This is an optimization exercise on Yosys and OpenROAD, whose aim is small area, a short achievable clock period and few clock cycles per item, not a production implementation.
RTL that was checked went through simulation tests only; none was proved equivalent to the original.
Function not checked in runs 1 to 3: the RTL went through the layout flow alone.

==> design/flow/design.v <==
module alu_seq #(
  parameter int XLEN = 64
) (
  input  logic            clk_i,
  input  logic            rst_n_i,
  input  logic            req_valid_i,
  output logic            req_ready_o,
  input  logic [3:0]      op_i,
  input  logic [XLEN-1:0] a_i,
  input  logic [XLEN-1:0] b_i,
  input  logic            cin_i,
  output logic            rsp_valid_o,
  input  logic            rsp_ready_i,
  output logic [XLEN-1:0] result_o,
  output logic            cflag_o,
  output logic            vflag_o,
  output logic            zflag_o
);
  localparam int SHW = $clog2(XLEN);
  localparam logic [3:0] OP_ADD  = 4'd0;
  localparam logic [3:0] OP_SUB  = 4'd1;
  localparam logic [3:0] OP_AND  = 4'd2;
  localparam logic [3:0] OP_XOR  = 4'd3;
  localparam logic [3:0] OP_SLL  = 4'd4;
  localparam logic [3:0] OP_SRL  = 4'd5;
  localparam logic [3:0] OP_SRA  = 4'd6;
  localparam logic [3:0] OP_SLTU = 4'd7;
  localparam logic [3:0] OP_SLT  = 4'd8;
  localparam logic [3:0] OP_MULU = 4'd9;
  localparam logic [3:0] OP_DIVU = 4'd10;
  localparam logic [3:0] OP_REMU = 4'd11;
  localparam logic [1:0] PH_SINGLE = 2'd0;   
  localparam logic [1:0] PH_MSETUP = 2'd1;   
  localparam logic [1:0] PH_DSETUP = 2'd2;   
  localparam logic [1:0] PH_ITER   = 2'd3;   
  function automatic logic [6:0] lead1(input logic [63:0] x);
    logic [15:0] n1;
    logic [1:0]  i1 [16];
    logic [3:0]  n2;
    logic [3:0]  i2 [4];
    logic [1:0]  p;
    for (int j = 0; j < 16; j++) begin
      n1[j] = |x[4*j +: 4];
      i1[j] = {x[4*j+3] | x[4*j+2], x[4*j+3] | (~x[4*j+2] & x[4*j+1])};
    end
    for (int g = 0; g < 4; g++) begin
      n2[g] = |n1[4*g +: 4];
      p     = {n1[4*g+3] | n1[4*g+2], n1[4*g+3] | (~n1[4*g+2] & n1[4*g+1])};
      i2[g] = {p, i1[4*g + int'(p)]};
    end
    p     = {n2[3] | n2[2], n2[3] | (~n2[2] & n2[1])};
    lead1 = {|n2, p, i2[p]};
  endfunction
  function automatic logic [XLEN:0] pfx_add(input logic [XLEN-1:0] a,
                                            input logic [XLEN-1:0] b,
                                            input logic            c0);
    logic [XLEN-1:0] p, g, pn, gn, h;
    h = a ^ b;
    g = a & b;
    p = h;
    g[0] = g[0] | (p[0] & c0);
    for (int k = 1; k < XLEN; k = k * 2) begin
      gn = g;
      pn = p;
      for (int i = 0; i < XLEN; i++) begin
        if ((i & k) != 0) begin
          gn[i] = g[i] | (p[i] & g[(i & ~(k-1)) - 1]);
          pn[i] = p[i] & p[(i & ~(k-1)) - 1];
        end
      end
      g = gn;
      p = pn;
    end
    pfx_add = {g[XLEN-1], h ^ {g[XLEN-2:0], c0}};
  endfunction
  function automatic logic [2:0] booth(input logic m1, input logic m0, input logic prev);
    logic two, nz, neg;
    two = (!m1 && m0 && prev) || (m1 && !m0 && !prev);
    nz  = !((!m1 && !m0 && !prev) || (m1 && m0 && prev));
    neg = m1 && !(m0 && prev);
    booth = {two, nz, neg};
  endfunction
  logic             ev;           
  logic [1:0]       ph;
  logic [SHW-1:0]   cnt;
  logic [XLEN-1:0]  x_q, b_q, y_q, p_q;
  logic             ci_q;
  logic             nza_q, nzb_q;
  logic [SHW-1:0]   la_q, lb_q;   
  logic             a_lt_b;       
  logic             early;        
  logic             swap;         
  logic [SHW-1:0]   sh_rot;       
  logic [SHW-1:0]   sh_s;         
  logic             sh_left, sh_sra, o_dv;
  logic             o_add, o_arith, o_and, o_xor, o_sll, o_srl, o_sra;
  logic             o_sltu, o_slt, o_mul, o_div, o_rem;
  logic             r0v;
  logic [XLEN-1:0]  r0_res;
  logic             r0_c, r0_v;
  assign a_lt_b = la_q < lb_q;
  assign early  = !nzb_q || !nza_q || a_lt_b;
  assign swap   = !nza_q || (nzb_q && a_lt_b);
  logic e_last;       
  logic fire;         
  logic accept;
  logic take;
  assign e_last = (ph == PH_SINGLE) ||
                  (ph == PH_ITER && cnt == '0) ||
                  (ph == PH_DSETUP && early);
  assign fire   = ev & e_last & (~r0v | rsp_ready_i);
  assign req_ready_o = ~ev | (e_last & (~r0v | rsp_ready_i));
  assign accept = req_valid_i & req_ready_o;
  assign take   = r0v & rsp_ready_i;
  logic [XLEN:0]   sum_full;
  logic [XLEN-1:0] sum;
  logic            cout, ovf;
  assign sum_full = pfx_add(x_q, b_q, ci_q);
  assign sum      = sum_full[XLEN-1:0];
  assign cout     = sum_full[XLEN];
  assign ovf      = (x_q[XLEN-1] == b_q[XLEN-1]) && (sum[XLEN-1] != x_q[XLEN-1]);
  logic [XLEN-1:0]   sh_d;
  logic [2*XLEN-1:0] sh_cat;
  logic [XLEN-1:0]   sh_rotd;
  logic [XLEN-1:0]   sh_ge;      
  logic [XLEN-1:0]   sh_keep;
  logic [XLEN-1:0]   sh_out;
  assign sh_d    = o_dv ? b_q : x_q;
  assign sh_cat  = {sh_d, sh_d} >> sh_rot;
  assign sh_rotd = sh_cat[XLEN-1:0];
  always_comb begin
    for (int i = 0; i < XLEN; i++) sh_ge[i] = (SHW+1)'(i) >= {1'b0, sh_s};
    for (int i = 0; i < XLEN; i++) sh_keep[i] = sh_left ? sh_ge[i] : sh_ge[XLEN-1-i];
  end
  assign sh_out  = (sh_rotd & sh_keep) | ({XLEN{sh_sra & sh_d[XLEN-1]}} & ~sh_keep);
  logic            it_last;
  logic            s_sum, s_x;
  logic [XLEN-1:0] e_res;
  logic            e_c, e_v;
  assign it_last = (ph == PH_ITER);
  always_comb begin
    s_sum = ((ph == PH_SINGLE) & o_add) | (it_last & o_mul) | (it_last & o_rem & cout);
    s_x   = o_rem & (((ph == PH_DSETUP)) | (it_last & ~cout));
    e_res = (sum & {XLEN{s_sum}})
          | (x_q & {XLEN{s_x}})
          | ({p_q[XLEN-2:0], cout} & {XLEN{it_last & o_div}})
          | ({XLEN{(ph == PH_DSETUP) & o_div & ~nzb_q}})
          | (x_q & b_q & {XLEN{o_and}})
          | ((x_q ^ b_q) & {XLEN{o_xor}})
          | (sh_out & {XLEN{o_sll | o_srl | o_sra}})
          | {{(XLEN-1){1'b0}}, (o_sltu & ~cout) | (o_slt & (sum[XLEN-1] ^ ovf))};
    e_c   = o_arith & cout;
    e_v   = o_arith & ovf;
  end
  logic [XLEN-1:0] mplier, mcand;
  logic            nz_min;
  logic [SHW-1:0]  l_min;
  assign mplier = swap ? x_q : b_q;
  assign mcand  = swap ? b_q : x_q;
  assign nz_min = swap ? nza_q : nzb_q;
  assign l_min  = swap ? la_q : lb_q;
  logic [2:0]      bd;
  logic [XLEN-1:0] y_nx;
  logic [XLEN-1:0] b_booth;
  assign bd      = (ph == PH_MSETUP) ? booth(mplier[1], mplier[0], 1'b0)
                                     : booth(p_q[3], p_q[2], p_q[1]);
  assign y_nx    = (ph == PH_MSETUP) ? mcand : {y_q[XLEN-3:0], 2'b00};
  assign b_booth = ((bd[2] ? {y_nx[XLEN-2:0], 1'b0} : y_nx) & {XLEN{bd[1]}}) ^ {XLEN{bd[0]}};
  logic advance;    
  assign advance = ev & ~e_last;
  always_ff @(posedge clk_i or negedge rst_n_i) begin
    if (!rst_n_i) begin
      ev <= 1'b0;
      ph <= PH_SINGLE;
    end else if (accept) begin
      ev <= 1'b1;
      ph <= (op_i == OP_MULU) ? PH_MSETUP :
            (op_i == OP_DIVU || op_i == OP_REMU) ? PH_DSETUP : PH_SINGLE;
    end else if (fire) begin
      ev <= 1'b0;
    end else if (advance) begin
      ph <= PH_ITER;
    end
  end
  logic neg_i, dv_i;
  logic nza_i, nzb_i;
  logic [SHW-1:0] la_i, lb_i;
  assign neg_i = (op_i == OP_SUB) || (op_i == OP_SLTU) || (op_i == OP_SLT);
  assign dv_i  = (op_i == OP_DIVU) || (op_i == OP_REMU);
  assign {nza_i, la_i} = lead1(a_i);
  assign {nzb_i, lb_i} = lead1(b_i);
  logic [SHW-1:0] s_i;
  assign s_i   = dv_i ? '0 : b_i[SHW-1:0];
  always_ff @(posedge clk_i) begin
    if (accept) begin
      x_q    <= a_i;
      b_q    <= b_i ^ {XLEN{neg_i}};
      ci_q   <= (op_i == OP_ADD) ? cin_i : 1'b1;
      nza_q   <= nza_i;
      nzb_q   <= nzb_i;
      la_q    <= la_i;
      lb_q    <= lb_i;
      sh_s    <= s_i;
      sh_rot  <= dv_i ? (lb_i - la_i) : (op_i == OP_SLL) ? (SHW'(0) - b_i[SHW-1:0]) : b_i[SHW-1:0];
      sh_left <= dv_i || (op_i == OP_SLL);
      sh_sra  <= (op_i == OP_SRA);
      o_dv    <= dv_i;
      o_add   <= (op_i == OP_ADD) || (op_i == OP_SUB);
      o_arith <= (op_i == OP_ADD) || (op_i == OP_SUB) || (op_i == OP_SLTU) || (op_i == OP_SLT);
      o_and   <= (op_i == OP_AND);
      o_xor   <= (op_i == OP_XOR);
      o_sll   <= (op_i == OP_SLL);
      o_srl   <= (op_i == OP_SRL);
      o_sra   <= (op_i == OP_SRA);
      o_sltu  <= (op_i == OP_SLTU);
      o_slt   <= (op_i == OP_SLT);
      o_mul   <= (op_i == OP_MULU);
      o_div   <= (op_i == OP_DIVU);
      o_rem   <= (op_i == OP_REMU);
    end else if (advance) begin
      case (ph)
        PH_MSETUP: begin
          x_q  <= '0;
          y_q  <= y_nx;
          b_q  <= b_booth;
          ci_q <= bd[0];
          p_q  <= mplier;
          cnt  <= SHW'(({1'b0, l_min} + (SHW+1)'(nz_min)) >> 1);
        end
        PH_DSETUP: begin
          b_q  <= ~sh_out;
          ci_q <= 1'b1;
          p_q  <= '0;
          cnt  <= la_q - lb_q;
        end
        default: begin
          cnt <= cnt - SHW'(1);
          if (o_mul) begin
            x_q  <= sum;
            y_q  <= y_nx;
            b_q  <= b_booth;
            ci_q <= bd[0];
            p_q  <= {2'b00, p_q[XLEN-1:2]};
          end else begin
            if (cout) x_q <= sum;
            b_q <= {1'b1, b_q[XLEN-1:1]};
            p_q <= {p_q[XLEN-2:0], cout};
          end
        end
      endcase
    end
  end
  always_ff @(posedge clk_i or negedge rst_n_i) begin
    if (!rst_n_i)          r0v <= 1'b0;
    else if (!r0v || take) r0v <= fire;
  end
  always_ff @(posedge clk_i) begin
    if (fire) begin
      r0_res <= e_res;
      r0_c   <= e_c;
      r0_v   <= e_v;
    end
  end
  assign rsp_valid_o = r0v;
  assign result_o    = r0_res;
  assign cflag_o     = r0_c;
  assign vflag_o     = r0_v;
  assign zflag_o     = (r0_res == '0);
endmodule
==> design/flow/run.sh <==
#!/bin/bash
# synth_recipe.tcl (not shown) runs the flow's synth.tcl, then flattens the netlist and writes it again
# the make line also repeats each setting of config.mk as NAME=value (left out here)
make -C /OpenROAD-flow-scripts/flow DESIGN_CONFIG=/design/flow/config.mk WORK_HOME=/design/flow/orfs CLKGATE_MAP_FILE= SYNTH_SCRIPT=/design/flow/synth_recipe.tcl finish
==> design/flow/config.mk <==
export PLATFORM = sky130hd
export DESIGN_NAME = alu_seq
export DESIGN_NICKNAME = alu_seq
export VERILOG_FILES = /design/flow/design.v
export SDC_FILE = /design/flow/constraint.sdc
export NUM_CORES = 4
export LEC_CHECK = 0
export CAP_MARGIN = 20
export CORE_MARGIN = 2
export CORE_UTILIZATION = 60
export PLACE_DENSITY = 0.7
export SETUP_SLACK_MARGIN = 4
export SLEW_MARGIN = 20
==> design/flow/constraint.sdc <==
create_clock -name core_clock -period 8.0 [get_ports {clk_i}]
set_input_delay 1.6000 -clock core_clock [delete_from_list [all_inputs] [get_ports {clk_i}]]
set_output_delay 1.6000 -clock core_clock [all_outputs]
set_load 0.01 [all_outputs]
==> reports/qor.yml, run 1 <==
timing:
  rsz0062_at_grt: "true"
  tightest_slew_ns: 1.258
  setup_ws_ns: 3.357
  fin_crit_ns: 4.643
  setup_viol: 0
  tns_ns: 0
  fmax_ghz: 0.2154
  slew_viol_final: 0
  finClkSkew_ns: 0.02854
  finalHoldViolCount: 0
  slew_headroom_pct: 15.05
  hold_slack_ns: 0.6054
  timing.final.crit_share_pct: 58.04
setup_path:
  end_kind: "primary output"
  worst_ep_arrival_time_ns: 3.04
  crit_fanout: 2
  r2r-start: "la_q[0]"
  path_class: "reg2out"
  cp.required_ns: 6.40
  startpoint: "la_q[0]"
  start_kind: "flop"
  reg2reg_slack_ns: 3.65
die:
  die_h_um: 246.4
  chipWidth_um: 246.4
  fp-row-count: 88
  die-area_um2: 60730
  io_pins: 206
  core_um2: 57920
  start_util_pct: 60.89
detailed_routing:
  drt-pass1-iter-count: 21
  wl_per_cell_um: 38.31
  drc_errors: 0
  antenna_left: 0
  wirelength_um: 176600
  drtIter0Drc: 7583
  viasPerCell: 8.299
  vias: 38260
finish:
  nNetsFinal: 4035
  area_growth_pct: 19.91
  fillCellCount: 3973
  postLayoutCellArea_um2: 42280
  drive_above_1_share_pct: 22.99
  multi_input_area_um2: 24040
  regArea_um2: 11120
run_status:
  status: "finished clean"
hold_path:
  holdCritStartpoint: "o_arith"
  hp-class: "reg2reg"
logic_synthesis:
  yosys_warnings: 5
  synth_top_area_share_pct: 31.25
  async_flop_share_pct: 1.078
  ys_ff_latch: 371
  synth-edff-count: 367
  synth_common_cells: "edfxtp_1, nand2_1, nor2_1"
  synth.most_common_cell: "edfxtp_1"
  ys.flop_type: "edfxtp_1"
  yosysTopAreaCell: "edfxtp_1"
  synth_area_um2: 35260
  synth_cells: 3594
  ys_seq_area_share_pct: 31.54
  avgSynthCellArea_um2: 9.812
  synth_fp_nets: 3822
  synth_area_leaders: "edfxtp_1, mux4_2, mux2i_1"
  synth_cell_types: 75
clock_network:
  clk_pin_slew_ns: 0.06
  root_buffer: "clkbuf_16"
  clkLatencyLatePin_ns: 0.62
  cts_made_buffers: 45
  clockBufferDepth: 3
  cts_tree: "built"
  cts.sinks: 371
  hold_buffers: 0
  h-tree-depth: 2
place:
  dp_slack_ns: 2.185
  gp_congestion: 1.105
  dp_hpwl_um: 118000
  postPlaceCellArea_um2: 38290
  portBuffers: 205
global_routing:
  grt_pass1_vias: 35980
  gr-usage-all-layers_pct: 55.79
  antenna_found_initial: 3
  overflow: 0
  grt_first_pass_wirelength_um: 245900
  grt_max_degree: 97
flow_run:
  maxCapViolations: 0
-- cells in the final DEF (no fill, tap or decap), types with 21 or more instances in the layout --
cell             instances
a21o_1                  23
a21oi_1                195
a221o_1                 86
a221oi_1                72
a22o_1                  40
a22oi_1                 54
a31oi_1                110
a32oi_1                 21
buf_4                  212
buf_6                   28
clkbuf_16               52
clkdlybuf4s50_1        103
dlygate4sd2_1           41
edfxtp_1               367
ha_1                    68
inv_1                   73
mux2_2                 134
mux2i_1                318
mux4_2                 182
nand2_1                324
nand3_1                 31
nand4_1                 34
nor2_1                 307
nor3_1                  35
nor4_4                  24
o211ai_1                21
o21ai_0                120
o22ai_1                 67
xnor2_1                 84
xor2_1                  42
-- registers in the layout (all words and copies together) (netlist names), 2 cells and up --
register  cells
la_q          6
x_q          64
cnt           6
p_q          64
y_q          62
sh_s          6
b_q          64
lb_q          6
ph            2
r0_res       64
sh_rot        6
-- per-stage QoR --
stage | instances | utilization, %
5_1_grt | 4605 | 72.99
6_report | 4610 | 73.01
3_3_place_gp | 4368 | 66.12
4_1_cts | 4537 | 71.13
2_1_floorplan | 3594 | -
3_5_place_dp | 4368 | 66.12
-- worst paths after layout --
check | cells after the start | end
max | 12 | req_ready_o
min | 1 | r0_c
max reg2reg | 16 | b_q[62]
min reg2reg | 1 | r0_c
max in group asynchronous | 1 | r0v
min in group asynchronous | 1 | ev
-- kinds of logic after synthesis --
group	Yosys count	synth area share, %
xor gates and xnor gates	128	3.179
buffers and inverters	383	4.247
DFF	371	31.54
AOI/OAI and AO/OA	1022	20.20
and+or+nand+nor	957	12.26
adders and majority gates	91	3.420
muxes	642	25.17
-- routing by layer --
layer	track usage (%)	part of all wire, %	up-vias	routed length (um)
li1	-	-	14700	-
met3	24.29	16	1475	28350
met5	4.412	0.29	-	514
met1	60.89	30	17950	52330
met4	50.35	13	10	22780
met2	81.52	41	4130	72610
-- repair_timing --
action | 4_1_cts | 5_1_grt
pin swaps | 80 | 64
gates resized for setup | 350 | 167
setup endpoints to repair | 618 | 291
cloned | 8 | 9
setup buffers | 81 | 58
-- critical path: stages (launching register included) --
cell and delay (ns):
edfxtp_1 0.49, inv_2 0.12, ha_4 0.13, inv_2 0.04, fa_2 0.34, a211oi_2 0.27
o21bai_1 0.14, a21oi_2 0.19, buf_6 0.14, o21ai_4 0.10, a21oi_2 0.20, nand2b_4 0.16
buf_6 0.10
-- cell type report --
| type | count | share of cell area, % |
|---|---|---|
| repair buffers | 464 | 10.41 |
| diodes | 5 | 0.02959 |
| clock inverters | 27 | 0.6303 |
| inverters | 83 | 0.7753 |
| multi-input cells | 2842 | 56.86 |
| clock buffers | 53 | 2.734 |
| well taps | 765 | 2.264 |
| flip-flops and latches | 371 | 26.30 |
==> inputs of run 2 (changes only) <==
--- a/design/flow/design.v
+++ b/design/flow/design.v
@@ -29,10 +29,11 @@
   localparam logic [3:0] OP_MULU = 4'd9;
   localparam logic [3:0] OP_DIVU = 4'd10;
   localparam logic [3:0] OP_REMU = 4'd11;
-  localparam logic [1:0] PH_SINGLE = 2'd0;   
-  localparam logic [1:0] PH_MSETUP = 2'd1;   
-  localparam logic [1:0] PH_DSETUP = 2'd2;   
-  localparam logic [1:0] PH_ITER   = 2'd3;   
+  localparam logic [2:0] PH_SINGLE = 3'd0;   
+  localparam logic [2:0] PH_MSETUP = 3'd1;   
+  localparam logic [2:0] PH_DSETUP = 3'd2;   
+  localparam logic [2:0] PH_ITER   = 3'd3;   
+  localparam logic [2:0] PH_FIN    = 3'd4;   
   function automatic logic [6:0] lead1(input logic [63:0] x);
     logic [15:0] n1;
     logic [1:0]  i1 [16];
@@ -73,6 +74,28 @@
     end
     pfx_add = {g[XLEN-1], h ^ {g[XLEN-2:0], c0}};
   endfunction
+  function automatic logic [6:0] pfx_add6(input logic [5:0] a,
+                                          input logic [5:0] b,
+                                          input logic       c0);
+    logic [5:0] p, g, pn, gn, h;
+    h = a ^ b;
+    g = a & b;
+    p = h;
+    g[0] = g[0] | (p[0] & c0);
+    for (int k = 1; k < 6; k = k * 2) begin
+      gn = g;
+      pn = p;
+      for (int i = 0; i < 6; i++) begin
+        if ((i & k) != 0) begin
+          gn[i] = g[i] | (p[i] & g[(i & ~(k-1)) - 1]);
+          pn[i] = p[i] & p[(i & ~(k-1)) - 1];
+        end
+      end
+      g = gn;
+      p = pn;
+    end
+    pfx_add6 = {g[5], h ^ {g[4:0], c0}};
+  endfunction
   function automatic logic [2:0] booth(input logic m1, input logic m0, input logic prev);
     logic two, nz, neg;
     two = (!m1 && m0 && prev) || (m1 && !m0 && !prev);
@@ -81,13 +104,12 @@
     booth = {two, nz, neg};
   endfunction
   logic             ev;           
-  logic [1:0]       ph;
+  logic [2:0]       ph;
   logic [SHW-1:0]   cnt;
   logic [XLEN-1:0]  x_q, b_q, y_q, p_q;
   logic             ci_q;
   logic             nza_q, nzb_q;
   logic [SHW-1:0]   la_q, lb_q;   
-  logic             a_lt_b;       
   logic             early;        
   logic             swap;         
   logic [SHW-1:0]   sh_rot;       
@@ -98,15 +120,12 @@
   logic             r0v;
   logic [XLEN-1:0]  r0_res;
   logic             r0_c, r0_v;
-  assign a_lt_b = la_q < lb_q;
-  assign early  = !nzb_q || !nza_q || a_lt_b;
-  assign swap   = !nza_q || (nzb_q && a_lt_b);
   logic e_last;       
   logic fire;         
   logic accept;
   logic take;
-  assign e_last = (ph == PH_SINGLE) ||
-                  (ph == PH_ITER && cnt == '0) ||
+  assign e_last = (ph == PH_SINGLE) || (ph == PH_FIN) ||
+                  (ph == PH_ITER && cnt == '0 && !o_rem) ||
                   (ph == PH_DSETUP && early);
   assign fire   = ev & e_last & (~r0v | rsp_ready_i);
   assign req_ready_o = ~ev | (e_last & (~r0v | rsp_ready_i));
@@ -139,8 +158,8 @@
   logic            e_c, e_v;
   assign it_last = (ph == PH_ITER);
   always_comb begin
-    s_sum = ((ph == PH_SINGLE) & o_add) | (it_last & o_mul) | (it_last & o_rem & cout);
-    s_x   = o_rem & (((ph == PH_DSETUP)) | (it_last & ~cout));
+    s_sum = ((ph == PH_SINGLE) & o_add) | (it_last & o_mul);
+    s_x   = o_rem & ((ph == PH_DSETUP) | (ph == PH_FIN));
     e_res = (sum & {XLEN{s_sum}})
           | (x_q & {XLEN{s_x}})
           | ({p_q[XLEN-2:0], cout} & {XLEN{it_last & o_div}})
@@ -179,7 +198,7 @@
     end else if (fire) begin
       ev <= 1'b0;
     end else if (advance) begin
-      ph <= PH_ITER;
+      ph <= (ph == PH_ITER && cnt == '0) ? PH_FIN : PH_ITER;
     end
   end
   logic neg_i, dv_i;
@@ -187,9 +206,22 @@
   logic [SHW-1:0] la_i, lb_i;
   assign neg_i = (op_i == OP_SUB) || (op_i == OP_SLTU) || (op_i == OP_SLT);
   assign dv_i  = (op_i == OP_DIVU) || (op_i == OP_REMU);
+  logic [XLEN-1:0] tha_i;
+  logic lt_i;
+  always_comb begin
+    tha_i = a_i;
+    for (int k = 1; k < XLEN; k = k * 2)
+      for (int i = 0; i < XLEN; i++)
+        if (((XLEN-1-i) & k) != 0) tha_i[i] = tha_i[i] | tha_i[((i | (k-1)) + 1)];
+  end
+  assign lt_i = |(b_i & ~tha_i);
   assign {nza_i, la_i} = lead1(a_i);
   assign {nzb_i, lb_i} = lead1(b_i);
+  logic [SHW:0]   rot_dv_full;
+  logic [SHW-1:0] rot_dv_i;
   logic [SHW-1:0] s_i;
+  assign rot_dv_full = pfx_add6(lb_i, ~la_i, 1'b1);
+  assign rot_dv_i    = rot_dv_full[SHW-1:0];
   assign s_i   = dv_i ? '0 : b_i[SHW-1:0];
   always_ff @(posedge clk_i) begin
     if (accept) begin
@@ -201,10 +233,12 @@
       la_q    <= la_i;
       lb_q    <= lb_i;
       sh_s    <= s_i;
-      sh_rot  <= dv_i ? (lb_i - la_i) : (op_i == OP_SLL) ? (SHW'(0) - b_i[SHW-1:0]) : b_i[SHW-1:0];
+      sh_rot  <= dv_i ? rot_dv_i : (op_i == OP_SLL) ? (SHW'(0) - b_i[SHW-1:0]) : b_i[SHW-1:0];
       sh_left <= dv_i || (op_i == OP_SLL);
       sh_sra  <= (op_i == OP_SRA);
       o_dv    <= dv_i;
+      early   <= !nzb_i || !nza_i || lt_i;
+      swap    <= !nza_i || (nzb_i && lt_i);
       o_add   <= (op_i == OP_ADD) || (op_i == OP_SUB);
       o_arith <= (op_i == OP_ADD) || (op_i == OP_SUB) || (op_i == OP_SLTU) || (op_i == OP_SLT);
       o_and   <= (op_i == OP_AND);
--- a/design/flow/config.mk
+++ b/design/flow/config.mk
@@ -7,7 +7,7 @@
 export LEC_CHECK = 0
 export CAP_MARGIN = 20
 export CORE_MARGIN = 2
-export CORE_UTILIZATION = 60
-export PLACE_DENSITY = 0.7
+export CORE_UTILIZATION = 45
+export PLACE_DENSITY = 0.6
 export SETUP_SLACK_MARGIN = 4
 export SLEW_MARGIN = 20
==> run 2 against run 1 <==
Still clean. Setup slack worse by 0.041 ns. Non-clock buffer count is 76 lower. Maximum frequency is 0.88% lower. Die area is 34% higher. Core utilization is 19 points lower. Routed wire length is 12% higher. Final area is 1.2% higher. Sequential share of layout area is 0.10 points lower. Largest cell class unchanged. Highest routed layer unchanged.
==> reports/qor.yml, run 2 <==
timing:
  finClkSkew_ns: 0.05283  # +0.02428 ns
  fin_crit_ns: 4.684  # +0.04128 ns
  rsz0062_at_grt: "true"
  timing.final.crit_share_pct: 58.55  # +0.52 points
  finalHoldViolCount: 0  # unchanged
  slew_viol_final: 0  # unchanged
  tns_ns: 0  # unchanged
  setup_viol: 0  # unchanged
  setup_ws_ns: 3.316  # -0.04128 ns
  fmax_ghz: 0.2135  # -0.88%
  slew_headroom_pct: 12.76  # -2.3 points
  tightest_slew_ns: 1.304  # +0.04543 ns
die:
  fp-row-count: 103  # +17%
  die-area_um2: 81580  # +34%
  chipWidth_um: 285.6  # +16%
  start_util_pct: 45.32  # -16 points
  io_pins: 206  # unchanged
  die_h_um: 285.6  # +16%
  core_um2: 78740  # +36%
place:
  portBuffers: 205  # unchanged
  dp_slack_ns: 1.863  # -0.3218 ns
  dp.cells: 4874  # +12%
  gp_congestion: 1.070  # -3.1%
  dp_hpwl_um: 145500  # +23%
logic_synthesis:
  synth_common_cells: "nor2_1, edfxtp_1, nand2_1"
  ys_ff_latch: 374  # +0.81%
  synth-edff-count: 369  # +0.54%
  ys_seq_area_share_pct: 31.40  # -0.14 points
  synth_top_area_share_pct: 31.05  # -0.20 points
  synth_area_leaders: "edfxtp_1, mux4_2, mux2i_1"
  synth_cell_types: 90  # +20%
  ys.flop_type: "edfxtp_1"
  synth.most_common_cell: "nor2_1"
  synth_area_um2: 35690  # +1.2%
  yosysTopAreaCell: "edfxtp_1"
  synth_cells: 3850  # +7.1%
  synth_fp_nets: 4073  # +6.6%
  avgSynthCellArea_um2: 9.270  # -5.5%
  yosys_warnings: 5  # unchanged
  async_flop_share_pct: 1.337  # +0.26 points
finish:
  area_growth_pct: 19.87  # about the same
  final_util_pct: 54.33  # -19 points
  finalNonFillerCells: 5074  # +10%
  final_common_cell: "nor2_1"
  drive_above_1_share_pct: 17.96  # -5.0 points
  nNetsFinal: 4203  # +4.2%
  final_cell_mix: "nor2_1, edfxtp_1, nand2_1"
global_routing:
  gr-usage-all-layers_pct: 46.47  # -9.3 points
  grt_pass1_vias: 34110  # -5.2%
  grt_max_degree: 102  # +5.2%
  antenna_found_initial: 22  # +19
  grt_first_pass_wirelength_um: 269200  # +9.5%
  overflow: 0  # unchanged
setup_path:
  cpMaxStageDelayCell: "edfxtp_1"
  r2r_cells: 14  # -2
  end_kind: "flop"
  crit_top_cell: "a2111o_1"
  path_cells: "ha_1 > nand2_1 > nor3_4 > nand3_1 > a2111o_1 > buf_6 > a2111o_1 > a2111o_1 > nand3b_4 > a21oi_4 > a31oi_4 > buf_12 > buf_12 > buf_16"
  reg2reg_slack_ns: 3.32  # -0.33 ns
  worst_ep_arrival_time_ns: 5.01  # +1.97 ns
  crit_fanout: 8  # +6
  r2r-start: "x_q[24]"
  reg2reg_to: "x_q[37]"
  cp.required_ns: 8.32  # +1.92 ns
  path_class: "reg2reg"
  start_kind: "flop"
  critPathBufInv: 4  # unchanged
  slowest_delay_ns: 0.61  # +0.12 ns
  crit_family: "compound AO/OA/AOI/OAI gates"
detailed_routing:
  drc_errors: 0  # unchanged
  vias: 37470  # -2.1%
  antenna_left: 0  # unchanged
  wirelength_um: 198100  # +12%
  drtIter0Drc: 6622  # -13%
  drt-pass1-iter-count: 9  # -57%
  wl_per_cell_um: 39.05  # +1.9%
  viasPerCell: 7.385  # -11%
clock_network:
  clk_pin_slew_ns: 0.06  # about the same
  cts_made_buffers: 49  # +8.9%
  cts_tree: "built"
  root_buffer: "clkbuf_16"
  clockBufferDepth: 3  # unchanged
  h-tree-depth: 2  # unchanged
  cts.sinks: 374  # +0.81%
  clkLatencyLatePin_ns: 0.65  # +0.03 ns
flow_run:
  maxCapViolations: 0  # unchanged
hold_path:
  holdCritStartpoint: "y_q[11]"
  hp-class: "reg2reg"
  hold_end: "y_q[13]"
  hold_depth: 2  # +1
run_status:
  status: "finished clean"
==> run 2: cell count changes in the layout (fill, tap and decap cells not counted), sizes merged, moves of 29 or more <==
cell           before  now
nor2              326  415
mux2i             323  280
o21ai             141  259
a22oi              55   14
mux2              137   64
a21oi             206  277
clkdlybuf4s50     103  141
a31oi             114   31
inv                82  143
xnor2              85  119
buf               283  182
xor2               43   72
==> run 2: worst max-delay path by stage <==
| stage | cells after the start | end | slack, ns | startpoint |
|---|---|---|---|---|
| final | 14 | x_q[37] | 3.32 | x_q[24] |
| after global routing | 16 | sh_rot[5] | 3.27 | b_i[38] |
| after CTS | 15 | x_q[32] | 3.34 | ci_q |
| after detailed placement | 15 | sh_rot[5] | 1.86 | a_i[47] |
| after global placement | 15 | sh_rot[4] | 1.94 | a_i[29] |
| after floorplan | 14 | sh_rot[4] | 3.02 | b_i[37] |
==> run 2: timing repair <==
action,in CTS,in global routing
pin swaps,57,64
hold buffers,0,0
gates cloned,8,8
gates resized for setup,275,130
buffers inserted,48,41
endpoints found under the setup margin,335,238
==> run 2: per-layer routing <==
layer / wire length, um / vias to the layer above / part of all wire (%) / track usage (%)
li1: - / 15100 / - / -
met1: 70260 / 18230 / 35 / 59.12
met2: 79310 / 3321 / 40 / 64.80
met3: 30260 / 789 / 15 / 17.57
met4: 18000 / 26 / 9.1 / 32.28
met5: 325 / - / 0.16 / 1.337
==> run 2: cell families after synthesis <==
family,after synthesis,synth area share (%)
XOR/XNOR,191,4.687
multiplexers,505,20.03
buffers and inverters,457,5.213
AND/OR/NAND/NOR,1078,13.39
adder cells (fa/ha/maj),86,3.246
flip-flops,374,31.40
AO/OA/AOI/OAI,1159,22.03
==> run 2: area by class of cell <==
type	instances	area (um^2)
fill	7168	35960
multi-input combinational	3021	24000
sequential	374	11210
timing repair buffer	388	3890
tap	1050	1314
clock buffer	62	1295
inverter	143	583.1
clock inverter	29	451.7
timing repair inverter	3	23.77
antenna	4	10.01
==> run 2: metrics by stage <==
| stage | cell area [um^2] | hold slack (ns) |
|---|---|---|
| 6_report | 42780 | 0.5475 |
| 5_1_grt | 42770 | 0.5725 |
| 4_1_cts | 41780 | 0.5407 |
| 3_5_place_dp | 38640 | 0.5410 |
| 3_3_place_gp | 38630 | 0.5378 |
| 2_1_floorplan | 35810 | 0.5140 |
==> run 2: worst register-to-register path, stage by stage, from the launching register on <==
cell and delay [ns]:
edfxtp_1 0.61, ha_1 0.57, nand2_1 0.16, nor3_4 0.32
nand3_1 0.26, a2111o_1 0.42, buf_6 0.16, a2111o_1 0.49
a2111o_1 0.44, nand3b_4 0.14, a21oi_4 0.13, a31oi_4 0.20
buf_12 0.17, buf_12 0.16, buf_16 0.15
==> inputs of run 3 (changes only) <==
--- a/design/flow/design.v
+++ b/design/flow/design.v
@@ -34,6 +34,7 @@
   localparam logic [2:0] PH_DSETUP = 3'd2;   
   localparam logic [2:0] PH_ITER   = 3'd3;   
   localparam logic [2:0] PH_FIN    = 3'd4;   
+  localparam logic [2:0] PH_DPRE   = 3'd5;   
   function automatic logic [6:0] lead1(input logic [63:0] x);
     logic [15:0] n1;
     logic [1:0]  i1 [16];
@@ -74,28 +75,6 @@
     end
     pfx_add = {g[XLEN-1], h ^ {g[XLEN-2:0], c0}};
   endfunction
-  function automatic logic [6:0] pfx_add6(input logic [5:0] a,
-                                          input logic [5:0] b,
-                                          input logic       c0);
-    logic [5:0] p, g, pn, gn, h;
-    h = a ^ b;
-    g = a & b;
-    p = h;
-    g[0] = g[0] | (p[0] & c0);
-    for (int k = 1; k < 6; k = k * 2) begin
-      gn = g;
-      pn = p;
-      for (int i = 0; i < 6; i++) begin
-        if ((i & k) != 0) begin
-          gn[i] = g[i] | (p[i] & g[(i & ~(k-1)) - 1]);
-          pn[i] = p[i] & p[(i & ~(k-1)) - 1];
-        end
-      end
-      g = gn;
-      p = pn;
-    end
-    pfx_add6 = {g[5], h ^ {g[4:0], c0}};
-  endfunction
   function automatic logic [2:0] booth(input logic m1, input logic m0, input logic prev);
     logic two, nz, neg;
     two = (!m1 && m0 && prev) || (m1 && !m0 && !prev);
@@ -106,6 +85,7 @@
   logic             ev;           
   logic [2:0]       ph;
   logic [SHW-1:0]   cnt;
+  logic             cz;           
   logic [XLEN-1:0]  x_q, b_q, y_q, p_q;
   logic             ci_q;
   logic             nza_q, nzb_q;
@@ -125,8 +105,8 @@
   logic accept;
   logic take;
   assign e_last = (ph == PH_SINGLE) || (ph == PH_FIN) ||
-                  (ph == PH_ITER && cnt == '0 && !o_rem) ||
-                  (ph == PH_DSETUP && early);
+                  (ph == PH_ITER && cz && !o_rem) ||
+                  (ph == PH_DPRE && early);
   assign fire   = ev & e_last & (~r0v | rsp_ready_i);
   assign req_ready_o = ~ev | (e_last & (~r0v | rsp_ready_i));
   assign accept = req_valid_i & req_ready_o;
@@ -159,11 +139,11 @@
   assign it_last = (ph == PH_ITER);
   always_comb begin
     s_sum = ((ph == PH_SINGLE) & o_add) | (it_last & o_mul);
-    s_x   = o_rem & ((ph == PH_DSETUP) | (ph == PH_FIN));
+    s_x   = o_rem & ((ph == PH_DPRE) | (ph == PH_FIN));
     e_res = (sum & {XLEN{s_sum}})
           | (x_q & {XLEN{s_x}})
           | ({p_q[XLEN-2:0], cout} & {XLEN{it_last & o_div}})
-          | ({XLEN{(ph == PH_DSETUP) & o_div & ~nzb_q}})
+          | ({XLEN{(ph == PH_DPRE) & o_div & ~nzb_q}})
           | (x_q & b_q & {XLEN{o_and}})
           | ((x_q ^ b_q) & {XLEN{o_xor}})
           | (sh_out & {XLEN{o_sll | o_srl | o_sra}})
@@ -178,6 +158,9 @@
   assign mcand  = swap ? b_q : x_q;
   assign nz_min = swap ? nza_q : nzb_q;
   assign l_min  = swap ? la_q : lb_q;
+  logic [SHW-1:0]  mcnt, dcnt;
+  assign mcnt = SHW'(({1'b0, l_min} + (SHW+1)'(nz_min)) >> 1);
+  assign dcnt = la_q - lb_q;
   logic [2:0]      bd;
   logic [XLEN-1:0] y_nx;
   logic [XLEN-1:0] b_booth;
@@ -194,11 +177,11 @@
     end else if (accept) begin
       ev <= 1'b1;
       ph <= (op_i == OP_MULU) ? PH_MSETUP :
-            (op_i == OP_DIVU || op_i == OP_REMU) ? PH_DSETUP : PH_SINGLE;
+            (op_i == OP_DIVU || op_i == OP_REMU) ? PH_DPRE : PH_SINGLE;
     end else if (fire) begin
       ev <= 1'b0;
     end else if (advance) begin
-      ph <= (ph == PH_ITER && cnt == '0) ? PH_FIN : PH_ITER;
+      ph <= (ph == PH_DPRE) ? PH_DSETUP : (ph == PH_ITER && cz) ? PH_FIN : PH_ITER;
     end
   end
   logic neg_i, dv_i;
@@ -217,11 +200,7 @@
   assign lt_i = |(b_i & ~tha_i);
   assign {nza_i, la_i} = lead1(a_i);
   assign {nzb_i, lb_i} = lead1(b_i);
-  logic [SHW:0]   rot_dv_full;
-  logic [SHW-1:0] rot_dv_i;
   logic [SHW-1:0] s_i;
-  assign rot_dv_full = pfx_add6(lb_i, ~la_i, 1'b1);
-  assign rot_dv_i    = rot_dv_full[SHW-1:0];
   assign s_i   = dv_i ? '0 : b_i[SHW-1:0];
   always_ff @(posedge clk_i) begin
     if (accept) begin
@@ -233,7 +212,7 @@
       la_q    <= la_i;
       lb_q    <= lb_i;
       sh_s    <= s_i;
-      sh_rot  <= dv_i ? rot_dv_i : (op_i == OP_SLL) ? (SHW'(0) - b_i[SHW-1:0]) : b_i[SHW-1:0];
+      sh_rot  <= (op_i == OP_SLL) ? (SHW'(0) - b_i[SHW-1:0]) : b_i[SHW-1:0];
       sh_left <= dv_i || (op_i == OP_SLL);
       sh_sra  <= (op_i == OP_SRA);
       o_dv    <= dv_i;
@@ -259,16 +238,22 @@
           b_q  <= b_booth;
           ci_q <= bd[0];
           p_q  <= mplier;
-          cnt  <= SHW'(({1'b0, l_min} + (SHW+1)'(nz_min)) >> 1);
+          cnt  <= mcnt;
+          cz   <= (mcnt == '0);
+        end
+        PH_DPRE: begin
+          sh_rot <= lb_q - la_q;
+          cnt    <= dcnt;
+          cz     <= (dcnt == '0);
         end
         PH_DSETUP: begin
           b_q  <= ~sh_out;
           ci_q <= 1'b1;
           p_q  <= '0;
-          cnt  <= la_q - lb_q;
         end
         default: begin
           cnt <= cnt - SHW'(1);
+          cz  <= (cnt == SHW'(1));
           if (o_mul) begin
             x_q  <= sum;
             y_q  <= y_nx;
==> run 3 against run 2 <==
Maximum frequency rose by 8.5%. Via count grew 5.1%. Still clean on timing, DRC and antenna. Setup slack better by 0.37 ns. Final area is 3.7% higher.
==> reports/qor.yml, run 3 <==
run_status:
  status: "finished clean"
timing:
  tns_ns: 0  # unchanged
  fin_crit_ns: 4.317  # -0.3671 ns
  tightest_slew_ns: 1.272  # -0.03211 ns
  setup_ws_ns: 3.683  # +0.3671 ns
  setup_viol: 0  # unchanged
  slew_viol_final: 0  # unchanged
  finClkSkew_ns: 0.04478  # -0.008046 ns
  rsz0062_at_grt: "true"
  timing.final.crit_share_pct: 53.97  # -4.6 points
  finalHoldViolCount: 0  # unchanged
  slew_headroom_pct: 13.88  # +1.1 points
  fmax_ghz: 0.2316  # +8.5%
detailed_routing:
  wirelength_um: 218500  # +10%
  drc_errors: 0  # unchanged
  vias: 39400  # +5.1%
  wl_per_cell_um: 42.43  # +8.6%
  drt-pass1-iter-count: 8  # -1
  viasPerCell: 7.652  # +3.6%
  drtIter0Drc: 7471  # +13%
  antenna_left: 0  # unchanged
logic_synthesis:
  ys_ff_latch: 375  # +0.27%
  synth.most_common_cell: "mux2i_1"
  synth_area_um2: 37450  # +4.9%
  synth_cell_types: 83  # -7.8%
  synth_fp_nets: 4118  # +1.1%
  synth_area_leaders: "edfxtp_1, mux4_2, mux2i_1"
  synth_common_cells: "mux2i_1, edfxtp_1, nor2_1"
  synth_cells: 3894  # +1.1%
  ys_seq_area_share_pct: 30.00  # -1.4 points
  ys.flop_type: "edfxtp_1"
  async_flop_share_pct: 1.333  # -0.0036 points
  avgSynthCellArea_um2: 9.617  # +3.7%
  yosys_warnings: 5  # unchanged
  synth_top_area_share_pct: 29.67  # -1.4 points
  yosysTopAreaCell: "edfxtp_1"
  synth-edff-count: 370  # +0.27%
die:
  chipWidth_um: 292.5  # +2.4%
  start_util_pct: 45.53  # +0.21 points
  fp-row-count: 105  # +1.9%
  core_um2: 82240  # +4.4%
  die_h_um: 292.5  # +2.4%
  die-area_um2: 85540  # +4.9%
  io_pins: 206  # unchanged
global_routing:
  grt_pass1_vias: 35720  # +4.7%
  overflow: 0  # unchanged
  gr-usage-all-layers_pct: 49.63  # +3.2 points
  antenna_found_initial: 21  # -4.5%
  grt_first_pass_wirelength_um: 297400  # +10%
  grt_max_degree: 107  # +4.9%
finish:
  regArea_um2: 11240  # +0.26%
  area_growth_pct: 18.41
  nNetsFinal: 4257  # +1.3%
  multi_input_area_um2: 25310  # +5.5%
  final_cell_mix: "mux2i_1, edfxtp_1, nor2_1"
  fillCellCount: 7478  # +4.3%
  final_common_cell: "mux2i_1"
  drive_above_1_share_pct: 18.30  # +0.34 points
clock_network:
  clkLatencyLatePin_ns: 0.64  # about the same
  clockBufferDepth: 3  # unchanged
  cts_tree: "built"
  root_buffer: "clkbuf_16"
  cts.sinks: 375  # +0.27%
  cts_made_buffers: 47  # -4.1%
  clk_pin_slew_ns: 0.06  # about the same
  h-tree-depth: 2  # unchanged
setup_path:
  worst_ep_arrival_time_ns: 4.47  # -0.54 ns
  cp.required_ns: 8.15  # -0.17 ns
  slowest_delay_ns: 0.67  # +0.06 ns
  end_kind: "flop"
  cpMaxStageDelayCell: "mux4_2"
  r2r_cells: 10  # -4
  path_class: "reg2reg"
  start_kind: "flop"
  crit_fanout: 18  # +10
  path_cells: "buf_12 > buf_16 > mux4_2 > mux4_2 > mux2i_1 > a21oi_2 > mux2i_1 > nand2_1 > o211ai_1 > nand4_1"
place:
  portBuffers: 205  # unchanged
  dp_hpwl_um: 159500  # +9.6%
  dp_slack_ns: 2.566  # +0.7028 ns
  gp_congestion: 1.133  # +5.9%
hold_path:
  hold_depth: 2  # unchanged
  hp-class: "reg2reg"
flow_run:
  maxCapViolations: 0  # unchanged
run 3: cell count changes in the layout (fill, tap and decap cells not counted), sizes merged, moves of 44 or more:
| cell | delta |
|---|---|
| nand2 | -47 |
| nor2 | -73 |
| a221oi | +49 |
| mux4 | +69 |
| mux2i | +115 |
| a221o | -57 |
| xnor2 | -45 |
| a22oi | +50 |
| o21ai | -44 |
| clkdlybuf4s50 | +56 |
run 3: cells by family (layout without fill, tap and decap cells):
logic type	count (synthesis)	in the layout	share of synthesized area, %
AO/OA/AOI/OAI	1160	1160	20.78
AND/OR/NAND/NOR	962	962	11.52
multiplexers	679	679	26.05
buffers and inverters	491	663	5.279
flip-flops	375	375	30.00
XOR/XNOR	140	140	3.274
adder cells (fa/ha/maj)	87	87	3.087
other	0	13	0
run 3: critical path, delay by kind of cell (launching register included):
family                 cells  cell delay [ns]
AO/OA/AOI/OAI              2             0.46
flip-flops                 1             0.38
buffers and inverters      2             0.37
multiplexers               4             1.91
AND/OR/NAND/NOR            2             0.70
run 3: routing by layer:
layer  share of wire, %  track usage, %  wire length, um
met3                 16           21.39            35040
met4                9.3           34.40            20280
met5              0.068               0              148
met2                 40           69.20            86880
met1                 35           61.57            76110
run 3: final timing paths:
| path | start | end | slack, ns |
|---|---|---|---|
| worst max-delay path | sh_rot[0] | r0_res[24] | 3.68 |
| worst max register to register | sh_rot[0] | r0_res[24] | 3.68 |
| worst min register to register | y_q[5] | y_q[7] | 0.56 |
| max in group asynchronous | rst_n_i | ph[2] | 6.54 |
| min in group asynchronous | rst_n_i | ev | 1.22 |
| worst min-delay path | y_q[5] | y_q[7] | 0.56 |
run 3: what timing repair did:
item | 4_1_cts | 5_1_grt
resized for setup | 116 | 98
hold buffers | 0 | 0
setup buffers | 42 | 79
endpoints found under the setup margin | 245 | 185
cloned | 10 | 2
pin swaps | 13 | 12
run 3: stage by stage:
| step | area, um^2 | hold WS (ns) | util, % | cells |
|---|---|---|---|---|
| floorplan | 37560 | 0.5160 | - | 3894 |
| global placement | 40430 | 0.5357 | 49.16 | 4920 |
| detailed placement | 40440 | 0.5446 | 49.17 | 4920 |
| CTS | 43130 | 0.5610 | 52.44 | 5054 |
| global route | 44310 | 0.5808 | 53.88 | 5137 |
| finish | 44340 | 0.5562 | 53.92 | 5149 |
run 3: layout make-up:
type / instances / share of cell area, %
diodes: 13 / 0.07337
clock buffers: 64 / 2.864
clock inverters: 18 / 0.5474
inverters: 153 / 1.346
multi-input cells: 3028 / 57.09
flip-flops and latches: 375 / 25.34
well taps: 1070 / 3.019
repair buffers: 428 / 9.721
==> inputs of run 4 (changes only) <==
--- a/design/flow/design.v
+++ b/design/flow/design.v
@@ -202,10 +202,31 @@
   assign {nzb_i, lb_i} = lead1(b_i);
   logic [SHW-1:0] s_i;
   assign s_i   = dv_i ? '0 : b_i[SHW-1:0];
+  logic            x_ld_a, x_ld_s, x_hold;
+  logic            b_ld_i, b_ld_booth, b_ld_norm, b_ld_shr, b_hold;
+  logic [XLEN-1:0] x_d, b_d;
+  always_comb begin
+    x_ld_a     = accept;
+    x_ld_s     = advance & (ph == PH_ITER) & (o_mul | cout);
+    x_hold     = ~accept & ~(advance & (ph == PH_MSETUP)) & ~x_ld_s;
+    x_d        = (a_i & {XLEN{x_ld_a}}) | (sum & {XLEN{x_ld_s}}) | (x_q & {XLEN{x_hold}});
+    b_ld_i     = accept;
+    b_ld_booth = advance & ((ph == PH_MSETUP) | ((ph == PH_ITER) & o_mul));
+    b_ld_norm  = advance & (ph == PH_DSETUP);
+    b_ld_shr   = advance & (ph == PH_ITER) & ~o_mul;
+    b_hold     = ~b_ld_i & ~b_ld_booth & ~b_ld_norm & ~b_ld_shr;
+    b_d        = ((b_i ^ {XLEN{neg_i}}) & {XLEN{b_ld_i}})
+               | (b_booth & {XLEN{b_ld_booth}})
+               | (~sh_out & {XLEN{b_ld_norm}})
+               | ({1'b1, b_q[XLEN-1:1]} & {XLEN{b_ld_shr}})
+               | (b_q & {XLEN{b_hold}});
+  end
+  always_ff @(posedge clk_i) begin
+    x_q <= x_d;
+    b_q <= b_d;
+  end
   always_ff @(posedge clk_i) begin
     if (accept) begin
-      x_q    <= a_i;
-      b_q    <= b_i ^ {XLEN{neg_i}};
       ci_q   <= (op_i == OP_ADD) ? cin_i : 1'b1;
       nza_q   <= nza_i;
       nzb_q   <= nzb_i;
@@ -233,9 +254,7 @@
     end else if (advance) begin
       case (ph)
         PH_MSETUP: begin
-          x_q  <= '0;
           y_q  <= y_nx;
-          b_q  <= b_booth;
           ci_q <= bd[0];
           p_q  <= mplier;
           cnt  <= mcnt;
@@ -247,7 +266,6 @@
           cz     <= (dcnt == '0);
         end
         PH_DSETUP: begin
-          b_q  <= ~sh_out;
           ci_q <= 1'b1;
           p_q  <= '0;
         end
@@ -255,14 +273,10 @@
           cnt <= cnt - SHW'(1);
           cz  <= (cnt == SHW'(1));
           if (o_mul) begin
-            x_q  <= sum;
             y_q  <= y_nx;
-            b_q  <= b_booth;
             ci_q <= bd[0];
             p_q  <= {2'b00, p_q[XLEN-1:2]};
           end else begin
-            if (cout) x_q <= sum;
-            b_q <= {1'b1, b_q[XLEN-1:1]};
             p_q <= {p_q[XLEN-2:0], cout};
           end
         end
==> run 4 against run 3 <==
Still clean on timing, DRC and antenna. Setup slack improved by 0.23 ns. Critical path type is now in2out. Highest routed layer unchanged.
==> reports/qor.yml, run 4 <==
run_status:
  status: "finished clean"
hold_path:
  holdCritStartpoint: "ev"
  hp-class: "reg2reg"
  hold_depth: 2  # unchanged
  hold_end: "ev"
finish:
  postLayoutCellArea_um2: 38500  # -13%
  finalNonFillerCells: 4724  # -8.3%
  nNetsFinal: 3934  # -7.6%
  final_cell_mix: "nor2_1, mux2i_1, edfxtp_1"
  drive_above_1_share_pct: 13.07  # -5.2 points
  final_common_cell: "nor2_1"
  area_growth_pct: 15.44
clock_network:
  root_buffer: "clkbuf_16"
  clkLatencyLatePin_ns: 0.65  # about the same
  h-tree-depth: 2  # unchanged
  clockBufferDepth: 3  # unchanged
  cts.sinks: 375  # unchanged
  cts_made_buffers: 47  # unchanged
  cts_tree: "built"
  clk_pin_slew_ns: 0.06  # about the same
detailed_routing:
  wirelength_um: 169600  # -22%
  vias: 34480  # -12%
  drt-pass1-iter-count: 8  # unchanged
  drtIter0Drc: 5406  # -28%
  wl_per_cell_um: 35.90  # -15%
  drc_errors: 0  # unchanged
  viasPerCell: 7.299  # -4.6%
  antenna_left: 0  # unchanged
setup_path:
  slowest_delay_ns: 0.45  # -0.22 ns
  r2r-start: "o_dv"
  reg2reg_to: "r0_res[57]"
  start_kind: "primary input"
  r2r_cells: 10  # unchanged
  cpMaxStageDelayCell: "clkdlybuf4s50_1"
  end_kind: "primary output"
  path_cells: "clkdlybuf4s50_1 > nand2b_4 > nand2_4 > nand2_2 > buf_6"
  reg2reg_slack_ns: 4.02  # +0.34 ns
  crit_fanout: 3  # -15
  path_class: "in2out"
  cp.required_ns: 6.40  # -1.75 ns
  worst_ep_arrival_time_ns: 2.49  # -1.98 ns
logic_synthesis:
  synthAdderAreaFrac_pct: 3.467  # +0.38 points
  avgSynthCellArea_um2: 9.112  # -5.3%
  synth_top_family_by_area: "compound AO/OA/AOI/OAI gates"
  synth.area.mux_share_pct: 20.43  # -5.6 points
  ys.flop_type: "edfxtp_1"
  yosysTopAreaCell: "edfxtp_1"
  synth_cell_types: 88  # +6.0%
  synth.most_common_cell: "nor2_1"
  synth_area_um2: 33350  # -11%
  synth_cells: 3660  # -6.0%
  async_flop_share_pct: 1.333  # unchanged
  synth_xor_area_share_pct: 5.226  # +2.0 points
  synth-edff-count: 242  # -35%
  synthSimpleGateAreaFrac_pct: 12.23  # +0.71 points
  synth_compound_area_share_pct: 23.53  # +2.7 points
  synth_common_cells: "nor2_1, mux2i_1, edfxtp_1"
  ys_seq_area_share_pct: 29.85  # -0.15 points
  synth_top_area_share_pct: 21.79  # -7.9 points
  synth_area_leaders: "edfxtp_1, mux2i_1, mux4_2"
  ys_ff_latch: 375  # unchanged
  synth_fp_nets: 3884  # -5.7%
  yosys_warnings: 5  # unchanged
global_routing:
  grt_max_degree: 69  # -36%
  grt_first_pass_wirelength_um: 237300  # -20%
  overflow: 0  # unchanged
  grt_pass1_vias: 31900  # -11%
  antenna_found_initial: 32  # +52%
  gr-usage-all-layers_pct: 42.71  # -6.9 points
place:
  dp_hpwl_um: 125600  # -21%
  dp.cells: 4598  # -6.5%
  postPlaceCellArea_um2: 36110  # -11%
  gp_congestion: 1.077  # -4.9%
  portBuffers: 205  # unchanged
timing:
  slew_viol_final: 0  # unchanged
  tns_ns: 0  # unchanged
  fmax_ghz: 0.2445  # +5.5%
  finalHoldViolCount: 0  # unchanged
  finClkSkew_ns: 0.03635  # -0.008428 ns
  setup_viol: 0  # unchanged
  fin_crit_ns: 4.090  # -0.2270 ns
  tightest_slew_ns: 1.209  # -0.06257 ns
  rsz0062_at_grt: "true"
  hold_slack_ns: 0.5379  # -0.01822 ns
  timing.final.crit_share_pct: 51.13  # -2.8 points
  slew_headroom_pct: 19.34  # +5.5 points
die:
  io_pins: 206  # unchanged
  fp-row-count: 99  # -5.7%
  chipWidth_um: 276.2  # -5.6%
  die_h_um: 276.2  # -5.6%
  die-area_um2: 76300  # -11%
  core_um2: 73210  # -11%
  start_util_pct: 45.55  # about the same
flow_run:
  maxCapViolations: 0  # unchanged
-- run 4: changes by cell type after synthesis, sizes merged, moves of 57 or more --
cell,previous run,this run
nand2,311,238
mux2i,395,296
a221o,49,123
edfxtp,370,242
mux4,230,120
dfxtp,0,128
a21oi,290,224
a22oi,64,7
-- run 4: cells by family after synthesis --
| logic type | Yosys count |
|---|---|
| AOI/OAI and AO/OA | 1115 |
| and+or+nand+nor | 919 |
| muxes | 518 |
| buffers and inverters | 447 |
| DFF | 375 |
| xor gates and xnor gates | 199 |
| adders and majority gates | 87 |
-- run 4: what timing repair did --
action / CTS / global route
endpoints found under the setup margin: 217 / 166
setup buffers: 12 / 5
gates resized for setup: 78 / 54
cloned: 4 / 1
pin swaps: 8 / 12
hold buffers: 0 / 0
-- run 4: final cells by class --
cell class,instances,area [um^2]
Fill cell,6921,34710
Inverter,157,593.1
Multi-Input combinational cell,2843,22250
Antenna cell,17,42.54
Clock inverter,27,306.5
Tap cell,959,1200
Sequential cell,375,9967
Clock buffer,60,1318
Timing Repair Buffer,286,2818
-- run 4: per-stage QoR --
step | worst slack, ns | util [%]
after floorplan | 4.067 | -
after global placement | 3.077 | 49.31
final | 3.910 | 52.59
after detailed placement | 2.958 | 49.32
after global routing | 3.875 | 52.56
after CTS | 3.733 | 52.17
-- run 4: how the worst max path moves through the flow --
| stage | startpoint | end | slack [ns] | cells after the start |
|---|---|---|---|---|
| after global routing | rsp_ready_i | req_ready_o | 3.87 | 5 |
| after detailed placement | a_i[62] | swap | 2.96 | 12 |
| final | rsp_ready_i | req_ready_o | 3.91 | 5 |
| after global placement | a_i[62] | swap | 3.08 | 12 |
| after floorplan | a_i[59] | swap | 4.07 | 10 |
| after CTS | rsp_ready_i | req_ready_o | 3.73 | 5 |
-- run 4: worst max-delay path: cells and delay by family --
kind | cells | cell delay [ns]
buffers and inverters | 2 | 0.56
and+or+nand+nor | 3 | 0.33
-- run 4: layer usage --
metal | up-vias | track usage (%) | part of all wire (%)
met1 | 16810 | 53.71 | 36
li1 | 14260 | - | -
met5 | - | 0 | 0.11
met3 | 602 | 17.79 | 16
met2 | 2787 | 61.08 | 41
met4 | 24 | 25.23 | 7.3
Testbench counts of run 4, summed over its fixed seeds: cycles 9,195, items 2,048.
==> inputs of run 5 (changes only) <==
==> design/flow/flow/run.sh (new file) <==
#!/bin/bash
# Own flow: the standard layout (standard synthesis, floorplan, power grid,
# placement, CTS, routing), unchanged except that the port buffers the placer
# inserts on every input and output are sky130_fd_sc_hd__buf_2 cells instead
# of the default delay-buffer cells.
set -euo pipefail
export BUFFER_PORTS_ARGS="-buffer_cell sky130_fd_sc_hd__buf_2"
bash standard.sh > standard_flow.log 2>&1
==> design/flow/standard.sh (new file) <==
#!/bin/bash
# synth_recipe.tcl (not shown) runs the flow's synth.tcl, then flattens the netlist and writes it again
# the make line also repeats each setting of config.mk as NAME=value (left out here)
make -C /OpenROAD-flow-scripts/flow DESIGN_CONFIG=/design/flow/config.mk WORK_HOME=/design/flow/orfs CLKGATE_MAP_FILE= SYNTH_SCRIPT=/design/flow/synth_recipe.tcl "${@:-finish}"
--- a/design/flow/config.mk
+++ b/design/flow/config.mk
@@ -7,7 +7,7 @@
 export LEC_CHECK = 0
 export CAP_MARGIN = 20
 export CORE_MARGIN = 2
-export CORE_UTILIZATION = 45
-export PLACE_DENSITY = 0.6
+export CORE_UTILIZATION = 50
+export PLACE_DENSITY = 0.65
 export SETUP_SLACK_MARGIN = 4
 export SLEW_MARGIN = 20
removed: design/flow/run.sh
==> run 5 against run 4 <==
Register-to-register slack worse by 0.13 ns. Critical path type is now reg2reg. Sequential share of layout area is 0.91 points higher. Sequential cell count stayed put. Die area is 9.9% lower. Largest cell class unchanged. Final area is 3.4% lower. Critical endpoint is now r0_res[60]. Core utilization is 3.9 points higher.
==> reports/qor.yml, run 5 <==
clock_network:
  cts_tree: "built"
  cts_made_buffers: 49  # +4.3%
  root_buffer: "clkbuf_16"
  cts.sinks: 375  # unchanged
  hold_buffers: 0  # unchanged
  clkLatencyLatePin_ns: 0.63  # -0.02 ns
  clockBufferDepth: 3  # unchanged
  h-tree-depth: 2  # unchanged
  clk_pin_slew_ns: 0.06  # about the same
detailed_routing:
  antenna_left: 0  # unchanged
  drtIter0Drc: 5519  # +2.1%
  drc_errors: 0  # unchanged
  wirelength_um: 167600  # -1.1%
  wl_per_cell_um: 36.23  # +0.92%
  drt-pass1-iter-count: 7  # -1
  vias: 34310  # -0.50%
  viasPerCell: 7.414  # +1.6%
setup_path:
  path_class: "reg2reg"
  end_kind: "flop"
  crit_top_cell: "nand2_1"
  cp.required_ns: 8.35  # +1.95 ns
  crit_family: "simple AND/OR/NAND/NOR gates"
  start_kind: "flop"
  cpMaxStageDelayCell: "nor4b_1"
  path_cells: "ha_1 > nand4_1 > nor4b_1 > o21ai_2 > nand2_1 > a31oi_1 > xnor2_1 > nand2_1 > nand3_1"
  slowest_delay_ns: 0.73  # +0.28 ns
  worst_ep_arrival_time_ns: 4.46  # +1.97 ns
  critPathBufInv: 0  # -2
  crit_fanout: 7  # +4
hold_path:
  hp-class: "reg2reg"
die:
  fp-row-count: 94  # -5.1%
  core_um2: 65860  # -10%
  die_h_um: 262.3  # -5.1%
  io_pins: 206  # unchanged
  start_util_pct: 50.63  # +5.1 points
  chipWidth_um: 262.3  # -5.1%
  die-area_um2: 68780  # -9.9%
logic_synthesis:
  avgSynthCellArea_um2: 9.112  # unchanged
  synth_xor_area_share_pct: 5.226  # unchanged
  synth_area_leaders: "edfxtp_1, mux2i_1, mux4_2"
  synth.area.mux_share_pct: 20.43  # unchanged
  synth-edff-count: 242  # unchanged
  yosys_warnings: 5  # unchanged
  synth_compound_area_share_pct: 23.53  # unchanged
  synth_cell_types: 88  # unchanged
  async_flop_share_pct: 1.333  # unchanged
  synth_cells: 3660  # unchanged
  synth_top_area_share_pct: 21.79  # unchanged
  synthAdderAreaFrac_pct: 3.467  # unchanged
  synthSimpleGateAreaFrac_pct: 12.23  # unchanged
  ys_seq_area_share_pct: 29.85  # unchanged
  synth_common_cells: "nor2_1, mux2i_1, edfxtp_1"
  yosysTopAreaCell: "edfxtp_1"
  synth_top_family_by_area: "compound AO/OA/AOI/OAI gates"
  synth.most_common_cell: "nor2_1"
  synth_fp_nets: 3884  # unchanged
  synth_area_um2: 33350  # unchanged
  ys_ff_latch: 375  # unchanged
  ys.flop_type: "edfxtp_1"
timing:
  finClkSkew_ns: 0.04149  # +0.005140 ns
  slew_viol_final: 0  # unchanged
  hold_slack_ns: 0.5483  # +0.01039 ns
  rsz0062_at_grt: "false"
  setup_viol: 0  # unchanged
  timing.final.crit_share_pct: 51.36  # +0.23 points
  setup_ws_ns: 3.891  # -0.01860 ns
  tightest_slew_ns: 1.364  # +0.1547 ns
  slew_headroom_pct: 9.017  # -10 points
  tns_ns: 0  # unchanged
  fin_crit_ns: 4.109  # +0.01860 ns
  fmax_ghz: 0.2434  # -0.45%
  finalHoldViolCount: 0  # unchanged
place:
  postPlaceCellArea_um2: 34960  # -3.2%
  gp_congestion: 1.061  # -1.6%
  portBuffers: 205  # unchanged
  dp_slack_ns: 2.921  # -0.03721 ns
  dp_hpwl_um: 124800  # -0.62%
flow_run:
  maxCapViolations: 0  # unchanged
global_routing:
  grt_pass1_vias: 31260  # -2.0%
  overflow: 0  # unchanged
  gr-usage-all-layers_pct: 46.26  # +3.5 points
  use_met1_pct: 59.25  # +5.5 points
  grt_max_degree: 66  # -4.3%
  use_met2_pct: 66.37  # +5.3 points
  grt.busiest_layer: "met2"
  grt_first_pass_wirelength_um: 232300  # -2.1%
  use_met3_pct: 18.12  # +0.34 points
  antenna_found_initial: 26  # -19%
finish:
  drive_above_1_share_pct: 18.07  # +5.0 points
  area_growth_pct: 11.55
  fillCellCount: 6053  # -13%
  final_util_pct: 56.48  # +3.9 points
  final_cell_mix: "nor2_1, mux2i_1, edfxtp_1"
  nNetsFinal: 3930  # -0.10%
  final_common_cell: "nor2_1"
  postLayoutCellArea_um2: 37200  # -3.4%
run_status:
  status: "finished clean"
[run 5: cells by family (layout without fill, tap and decap cells)]
family | after synthesis | count (layout)
xor gates and xnor gates | 199 | 199
buffers and inverters | 447 | 531
adders and majority gates | 87 | 87
and+or+nand+nor | 919 | 919
muxes | 518 | 518
DFF | 375 | 375
other | 0 | 16
AOI/OAI and AO/OA | 1115 | 1118
[run 5: area by class of cell]
class | count | area [um^2] | share of cell area (%)
Tap cell | 864 | 1081 | 2.906
Inverter | 157 | 596.8 | 1.604
Clock buffer | 60 | 1414 | 3.801
Sequential cell | 375 | 9970 | 26.80
Multi-Input combinational cell | 2841 | 22090 | 59.39
Timing Repair Buffer | 282 | 1695 | 4.558
Antenna cell | 16 | 40.04 | 0.1076
Clock inverter | 32 | 311.5 | 0.8375
[run 5: timing repair]
item	CTS	global route
gates resized for setup	43	38
endpoints found under the setup margin	213	94
setup buffers	7	3
cloned	1	2
pin swaps	6	9
[run 5: routing by layer]
metal	up-vias	routed length (um)
li1	14280	-
met1	16520	60560
met2	2899	68970
met3	597	26070
met4	16	11790
met5	-	253
[run 5: path summary, 6_finish.rpt]
kind	slack (ns)	startpoint	end	cells past startpoint
max	3.89	b_q[34]	r0_res[60]	9
max reg2reg	3.89	b_q[34]	r0_res[60]	9
min	0.55	x_q[0]	x_q[0]	1
max in group asynchronous	6.91	rst_n_i	ph[2]	1
min reg2reg	0.55	x_q[0]	x_q[0]	1
min in group asynchronous	0.83	rst_n_i	r0v	1
[run 5: stage by stage]
step / std cells
after floorplan: 3660
after detailed placement: 4506
after global routing: 4617
after CTS: 4606
after global placement: 4506
final: 4627

-- static timing again, ports no longer ideal --
In the flow no input, the clock included, has a driving cell. The finished layouts below were timed again as built, in two steps.
Step 1: set_driving_cell puts a clkbuf_16 on clk_i and a buf_2 on each other input, an assumption about the parent block.
Step 2, shift: input delay + t, output delay - t, t = (earliest + latest rising clock arrival at the registers) / 2. This alone moves slack from input paths to output paths.
Slacks: no drivers / after step 1 / after step 2; pairs: no drivers / after step 1.
run	t (ns)	setup WS [ns]	worst setup path at the end	cell pins on the clock port's net
run 1	0.679	3.357 / 3.287 / 3.114	input to register	1
run 2	0.693	3.316 / 3.316 / 2.701	input to register	1
run 3	0.701	3.683 / 3.683 / 3.375	input to register	1
run 4	0.701	3.910 / 3.886 / 3.301	input to register	1
run 5	0.682	3.891 / 3.891 / 3.338	input to register	1
After both steps every run listed still meets setup and hold. For run 2, which loses most, drivers alone change the setup slack by 0.000 ns; drivers and shift together by -0.615 ns.
